This is an optimization exercise on Yosys and OpenROAD, whose aim is a short achievable clock period and few clock cycles, not a production implementation. Where RTL was checked, it was by simulation tests only, not by an equivalence proof against the original. Power and IR drop assume default switching activity.

## willow
Design memory_writer, start of the top module:
module memory_writer (
    input  logic                                CLK,
    input  logic                                RESET,
    input  mw_pkg::word_t                       s_tdata,
    input  logic                                s_tvalid,
    output logic                                s_tready,
    output mw_pkg::aw_beat_t                    aw,
    output logic                                awvalid,
    input  logic                                awready,
    output logic [2:0]                          awsize,
    output logic [1:0]                          awburst,
    output mw_pkg::w_beat_t                     w,
    output logic                                wvalid,
    input  logic                                wready,
    output logic [mw_pkg::BYTES_PER_WORD-1:0]   wstrb,
    input  logic                                bvalid,
    output logic                                bready,
    input  mw_pkg::mem_cfg_t                    cfg,
    input  logic                                run,
    input  logic                                stop,
    output logic                                status,
    output logic                                done,
    output mw_pkg::bytes_t                      transmitted_bytes,
    output mw_pkg::addr_t                       current_address
);
    localparam int DEPTH = 16;
  ...
For scale: ~4600 cells after synthesis, about 1200 flip-flops, ~290 I/O pins.
==> flow/config.mk <==
export PLATFORM = sky130hd
export DESIGN_NAME = memory_writer
export DESIGN_NICKNAME = memory_writer
export VERILOG_FILES = /design/flow/design.v
export SDC_FILE = /design/flow/constraint.sdc
export NUM_CORES = 4
export LEC_CHECK = 0
export ABC_CLOCK_PERIOD_IN_PS = 2000
export CAP_MARGIN = 20
export CORE_MARGIN = 2
export CORE_UTILIZATION = 55
export SETUP_SLACK_MARGIN = 3.8
export SLEW_MARGIN = 20
==> flow/constraint.sdc <==
create_clock -name core_clock -period 6.0 [get_ports {CLK}]
set_input_delay 1.2000 -clock core_clock [delete_from_list [all_inputs] [get_ports {CLK}]]
set_output_delay 1.2000 -clock core_clock [all_outputs]
set_load 0.01 [all_outputs]
standard.sh (not shown) runs the stock make flow with config.mk's settings and CLKGATE_MAP_FILE= SYNTH_SCRIPT=/design/flow/synth_recipe.tcl, a recipe that flattens the netlist after the stock synthesis.
==> flow/flow/run.sh <==
#!/bin/bash
# Own layout flow: the standard flow (standard.sh) with two changes to how
# the layout is made:
#  - every port buffer is a sky130_fd_sc_hd__buf_4 rather than the flow's
#    default pick (a delay cell);
#  - the slow many-input OR/NOR/AOI cells are added to the platform's
#    don't-use list, so synthesis and repair build logic from faster cells.
# Registers, their names and cell types are those of the standard synthesis.
# make's full output goes to flow_make.log here; ORFS keeps each step's log
# under orfs/logs/.
set -euo pipefail
PLATFORM_DONT_USE="$(sed -n '/^export DONT_USE_CELLS/,/^#/p' "$FLOW_HOME/platforms/sky130hd/config.mk" \
  | grep -o 'sky130_fd_sc_hd__[a-z0-9_]*' | tr '\n' ' ')"
SLOW=""
for c in $(cat flow/slow_cells.txt); do SLOW="$SLOW $c"; done
bash standard.sh \
  "BUFFER_PORTS_ARGS=-buffer_cell sky130_fd_sc_hd__buf_4" \
  "DONT_USE_CELLS=$PLATFORM_DONT_USE$SLOW" \
  finish > flow_make.log 2>&1
Other scripts of this flow, unchanged in this note and not shown: flow/flow/slow_cells.txt
Input-level comparison between sierra and willow:
--- a/flow/design.v
+++ b/flow/design.v
@@ -173,27 +173,18 @@
         tp_rem     <= therm(page16(aw_next));
         tp_base    <= therm(page16(cfg_base_w));
         rbig_first <= (cfg.portion_size[31:7] != '0)
                       || (cfg.portion_size[6] && cfg.portion_size[5:0] != '0);
         tr_first   <= ((cfg.portion_size[31:7] != '0)
                        || (cfg.portion_size[6] && cfg.portion_size[5:0] != '0))
                       ? 16'hFFFF
                       : therm(cfg.portion_size[6:2] + 5'(cfg.portion_size[1:0] != 2'b00));
     end
-    logic [29:0] cur_keep, cur_in, cur_out;
-    always_comb begin
-        cur_keep = (!RESET && !start) ? cur : '0;
-        cur_in   = (!RESET && start) ? aw_next : '0;
-        cur_out  = (!RESET && start) ? cfg_base_w : '0;
-    end
-    always_ff @(posedge CLK) begin
-        cur <= in_range ? (cur_in | cur_keep) : (cur_out | cur_keep);
-    end
     logic [DEPTH-1:0][31:0] mem;    
     logic [DEPTH-1:0] wr_oh;        
     logic [PTR_W-1:0] rd_ptr;
     logic [DEPTH-1:0] count_t;      
     logic [DEPTH-1:0] count_t_nx;
     logic             wne_q;        
     logic             push, pop;
     logic             full_nx;
     assign wne_q = count_t[0];
@@ -368,18 +359,19 @@
     end
     always_ff @(posedge CLK) begin
         if (RESET) begin
             status     <= 1'b0;
             done       <= 1'b0;
             s_tready   <= 1'b0;
             bready     <= 1'b0;
             stop_seen  <= 1'b0;
             aw_next    <= '0;
+            cur        <= '0;
             words_sent <= '0;
             pst        <= P_IDLE;
             pdone      <= 1'b0;
             wr_oh      <= DEPTH'(1);
             rd_ptr     <= '0;
             count_t    <= '0;
             pq_w       <= '0;
             pq_a       <= '0;
             pq_r       <= '0;
@@ -392,18 +384,19 @@
             wgo_q      <= 1'b0;
             awvalid    <= 1'b0;
             wvalid     <= 1'b0;
             w_rem      <= '0;
         end else begin
             done     <= 1'b0;
             s_tready <= status_nx && !full_nx;
             aw_blk_q <= aw_chg;
             if (start) begin
+                cur        <= in_range ? aw_next : cfg_base_w;
                 status     <= 1'b1;
                 bready     <= 1'b1;
                 stop_seen  <= 1'b0;
                 words_sent <= '0;
                 pst        <= P_INIT;
                 pdone      <= 1'b0;
                 wr_oh      <= DEPTH'(1);
                 rd_ptr     <= '0;
                 count_t    <= '0;
Results
Count of fill cells added during filler insertion, sierra vs willow: down slightly. Re wire length of the first global-routing pass: willow was lower than sierra. The final layouts of willow and sierra pass the timing, design-rule and antenna checks. On final worst clock skew, willow and sierra are neck and neck. Sum of internal, switching and leakage power on sierra is ahead of willow. Comparing willow against sierra, there is no change at all in antenna violation net count after detailed routing.
Testbench counts of sierra, summed over its fixed seeds: cycles 82,609.
The RTL of willow was laid out without a check of its function.

* * *

v6:
memory_writer, a different RTL version from the one above (not shown whole).
Size in the first run: ~4500 cells after synthesis, roughly 1200 flip-flops, about 290 I/O pins, ~53000 µm² of cells after synthesis.
## memory_writer
module memory_writer (
    input  logic                                CLK,
    input  logic                                RESET,
    input  mw_pkg::word_t                       s_tdata,
    input  logic                                s_tvalid,
    output logic                                s_tready,
    output mw_pkg::aw_beat_t                    aw,
    output logic                                awvalid,
    input  logic                                awready,
    output logic [2:0]                          awsize,
    output logic [1:0]                          awburst,
    output mw_pkg::w_beat_t                     w,
    output logic                                wvalid,
    input  logic                                wready,
    output logic [mw_pkg::BYTES_PER_WORD-1:0]   wstrb,
    input  logic                                bvalid,
    output logic                                bready,
    input  mw_pkg::mem_cfg_t                    cfg,
    input  logic                                run,
    input  logic                                stop,
    output logic                                status,
    output logic                                done,
    output mw_pkg::bytes_t                      transmitted_bytes,
    output mw_pkg::addr_t                       current_address
);
==> flow/config.mk <==
export PLATFORM = sky130hd
export DESIGN_NAME = memory_writer
export DESIGN_NICKNAME = memory_writer
export VERILOG_FILES = /design/flow/design.v
export SDC_FILE = /design/flow/constraint.sdc
export NUM_CORES = 4
export LEC_CHECK = 0
export ABC_CLOCK_PERIOD_IN_PS = 2000
export CAP_MARGIN = 20
export CORE_MARGIN = 2
export CORE_UTILIZATION = 55
export SETUP_SLACK_MARGIN = 3.6
export SLEW_MARGIN = 20
==> flow/constraint.sdc <==
create_clock -name core_clock -period 6.0 [get_ports {CLK}]
set_input_delay 1.2000 -clock core_clock [delete_from_list [all_inputs] [get_ports {CLK}]]
set_output_delay 1.2000 -clock core_clock [all_outputs]
set_load 0.01 [all_outputs]
==> flow/flow/slow_cells.txt <==
sky130_fd_sc_hd__a2111o_1
sky130_fd_sc_hd__a2111o_2
sky130_fd_sc_hd__a2111o_4
sky130_fd_sc_hd__a2111oi_0
sky130_fd_sc_hd__a2111oi_1
sky130_fd_sc_hd__a2111oi_2
sky130_fd_sc_hd__a2111oi_4
sky130_fd_sc_hd__a311o_1
sky130_fd_sc_hd__a311o_2
sky130_fd_sc_hd__a311o_4
sky130_fd_sc_hd__a311oi_1
sky130_fd_sc_hd__a311oi_2
sky130_fd_sc_hd__a311oi_4
sky130_fd_sc_hd__a41o_1
sky130_fd_sc_hd__a41o_2
sky130_fd_sc_hd__a41o_4
sky130_fd_sc_hd__a41oi_1
sky130_fd_sc_hd__a41oi_2
sky130_fd_sc_hd__a41oi_4
sky130_fd_sc_hd__nor3_1
sky130_fd_sc_hd__nor3_2
sky130_fd_sc_hd__nor3_4
sky130_fd_sc_hd__nor3b_1
sky130_fd_sc_hd__nor3b_2
sky130_fd_sc_hd__nor3b_4
sky130_fd_sc_hd__nor4_1
sky130_fd_sc_hd__nor4_2
sky130_fd_sc_hd__nor4_4
sky130_fd_sc_hd__nor4b_1
sky130_fd_sc_hd__nor4b_2
sky130_fd_sc_hd__nor4b_4
sky130_fd_sc_hd__nor4bb_1
sky130_fd_sc_hd__nor4bb_2
sky130_fd_sc_hd__nor4bb_4
sky130_fd_sc_hd__o2111a_1
sky130_fd_sc_hd__o2111a_2
sky130_fd_sc_hd__o2111a_4
sky130_fd_sc_hd__o2111ai_1
sky130_fd_sc_hd__o2111ai_2
sky130_fd_sc_hd__o2111ai_4
sky130_fd_sc_hd__o311a_1
sky130_fd_sc_hd__o311a_2
sky130_fd_sc_hd__o311a_4
sky130_fd_sc_hd__o311ai_0
sky130_fd_sc_hd__o311ai_1
sky130_fd_sc_hd__o311ai_2
sky130_fd_sc_hd__o311ai_4
sky130_fd_sc_hd__o41a_1
sky130_fd_sc_hd__o41a_2
sky130_fd_sc_hd__o41a_4
sky130_fd_sc_hd__o41ai_1
sky130_fd_sc_hd__o41ai_2
sky130_fd_sc_hd__o41ai_4
sky130_fd_sc_hd__or3_1
sky130_fd_sc_hd__or3_2
sky130_fd_sc_hd__or3_4
sky130_fd_sc_hd__or3b_1
sky130_fd_sc_hd__or3b_2
sky130_fd_sc_hd__or3b_4
sky130_fd_sc_hd__or4_1
sky130_fd_sc_hd__or4_2
sky130_fd_sc_hd__or4_4
sky130_fd_sc_hd__or4b_1
sky130_fd_sc_hd__or4b_2
sky130_fd_sc_hd__or4b_4
sky130_fd_sc_hd__or4bb_1
sky130_fd_sc_hd__or4bb_2
sky130_fd_sc_hd__or4bb_4
sky130_fd_sc_hd__fa_1
sky130_fd_sc_hd__fa_2
sky130_fd_sc_hd__fa_4
sky130_fd_sc_hd__fah_1
sky130_fd_sc_hd__fahcin_1
sky130_fd_sc_hd__fahcon_1
sky130_fd_sc_hd__ha_1
sky130_fd_sc_hd__ha_2
sky130_fd_sc_hd__ha_4
sky130_fd_sc_hd__maj3_1
sky130_fd_sc_hd__maj3_2
sky130_fd_sc_hd__maj3_4
Scripts as last shown in full above: flow/flow/run.sh
Testbench counts of v6, summed over its fixed seeds: cycles 82,609.
The following lists how v7 was set up differently from v6:
-- flow/design.v --
<<< v6, line 115
        eqinc26 = ok;
    endfunction
    function automatic logic far16(input logic [29:0] hi, input logic [29:0] x);
        far16 = !((hi[29:4] == x[29:4])
                  || (eqinc26(hi[29:4], x[29:4]) && (hi[3:0] <= x[3:0])));
    endfunction
    function automatic logic over16(input logic [30:0] x);
        over16 = (x[30:5] != '0) || (x[4] && x[3:0] != '0);
>>> v7, line 115
        eqinc26 = ok;
    endfunction
    function automatic logic over16(input logic [30:0] x);
        over16 = (x[30:5] != '0) || (x[4] && x[3:0] != '0);
<<< v6, line 206
    logic [24:0] pa_hi_inc;     
    logic [25:0] pr_hi_dec;     
    logic [15:0] tp_q, th_q, tr_q;
    logic [4:0]  pl_q;
    logic        hbig_q, rbig_q;
    logic        pwrap_q, plast_q, pdone;
    logic [5:0]  pa_lo, pr_lo;
>>> v7, line 202
    logic [24:0] pa_hi_inc;     
    logic [25:0] pr_hi_dec;     
    logic [15:0] tp_q, td_q, trr_q;
    logic        eq_q, eqi_q, le_q;
    logic        hbig_a;
    logic [15:0] th_a, tr_a;
    logic [4:0]  pl_q;
    logic        rbig_q;
    logic        pwrap_q, plast_q, pdone;
    logic [5:0]  pa_lo, pr_lo;
<<< v6, line 227
        pick_rem  = pickt(tp_rem, th_rem, hbig_rem, tr_first, rbig_first);
        pick_base = pickt(tp_base, th_base, hbig_base, tr_first, rbig_first);
        pick_a    = pickt(tp_q, th_q, hbig_q, tr_q, rbig_q);
        pick_i    = (pst == P_INIT) ? (in_range_q ? pick_rem : pick_base) : pick_a;
        pa_lo     = {1'b0, pa[4:0]} + {1'b0, pl_q};
>>> v7, line 226
        pick_rem  = pickt(tp_rem, th_rem, hbig_rem, tr_first, rbig_first);
        pick_base = pickt(tp_base, th_base, hbig_base, tr_first, rbig_first);
        hbig_a    = !(eq_q || (eqi_q && le_q));
        th_a      = hbig_a ? 16'hFFFF : td_q;
        tr_a      = rbig_q ? 16'hFFFF : trr_q;
        pick_a    = pickt(tp_q, th_a, hbig_a, tr_a, rbig_q);
        pick_i    = (pst == P_INIT) ? (in_range_q ? pick_rem : pick_base) : pick_a;
        pa_lo     = {1'b0, pa[4:0]} + {1'b0, pl_q};
<<< v6, line 320
            P_A1: begin
                tp_q   <= therm(page16(pa));
                hbig_q <= far16(high_q, pa);
                th_q   <= far16(high_q, pa) ? 16'hFFFF : therm(high_q[4:0] - pa[4:0]);
                rbig_q <= over16(pr);
                tr_q   <= over16(pr) ? 16'hFFFF : therm(pr[4:0]);
            end
            default: ;
>>> v7, line 322
            P_A1: begin
                tp_q   <= therm(page16(pa));
                eq_q   <= high_q[29:4] == pa[29:4];
                eqi_q  <= eqinc26(high_q[29:4], pa[29:4]);
                le_q   <= high_q[3:0] <= pa[3:0];
                td_q   <= therm(high_q[4:0] - pa[4:0]);
                rbig_q <= over16(pr);
                trr_q  <= therm(pr[4:0]);
            end
            default: ;
Changes observed in v7 relative to v6: total global routing track utilization went up; count of plain and timing-repair buffers now larger; simple logic cell fraction of the synthesized area has remained practically unchanged; number of well taps +11; data-path buffer share of cell area in the final layout rose 0.39 points.
Fmax: v7 vs v6 up 16 MHz
Testbench counts of v7, summed over its fixed seeds: cycles 82,609.

## what the ideal ports hide
The results above use ideal ports. As a check the final layouts listed here were re-extracted and re-timed, cells and wires unchanged.
Step 1, drivers: a clkbuf_16 drives CLK and a buf_2 each remaining input, both assumed.
Step 2, shift: input delay + t, output delay - t, t = (earliest + latest rising clock arrival at the registers) / 2. This alone moves slack from input paths to output paths.
Three values: ideal, step 1, step 2; two values: the first two.
run	t, ns	setup WS [ns]	hold slack, ns	worst setup path at the end	latest minus earliest clock arrival (ns)
willow	0.818	3.385 / 3.413 / 2.595	0.429 / 0.429 / 0.429	input to register	0.023 / 0.023
sierra	0.815	3.481 / 3.457 / 2.672	0.434 / 0.434 / 0.434	input to register	0.026 / 0.026
v6	0.804	3.354 / 3.361 / 2.557	0.435 / 0.435 / 0.435	input to register	0.031 / 0.031
v7	0.810	3.462 / 3.448 / 2.638	0.438 / 0.438 / 0.438	input to register	0.028 / 0.028
After both steps every run listed still meets setup and hold. For v7, which loses most, drivers alone change the setup slack by -0.014 ns; drivers and shift together by -0.824 ns.
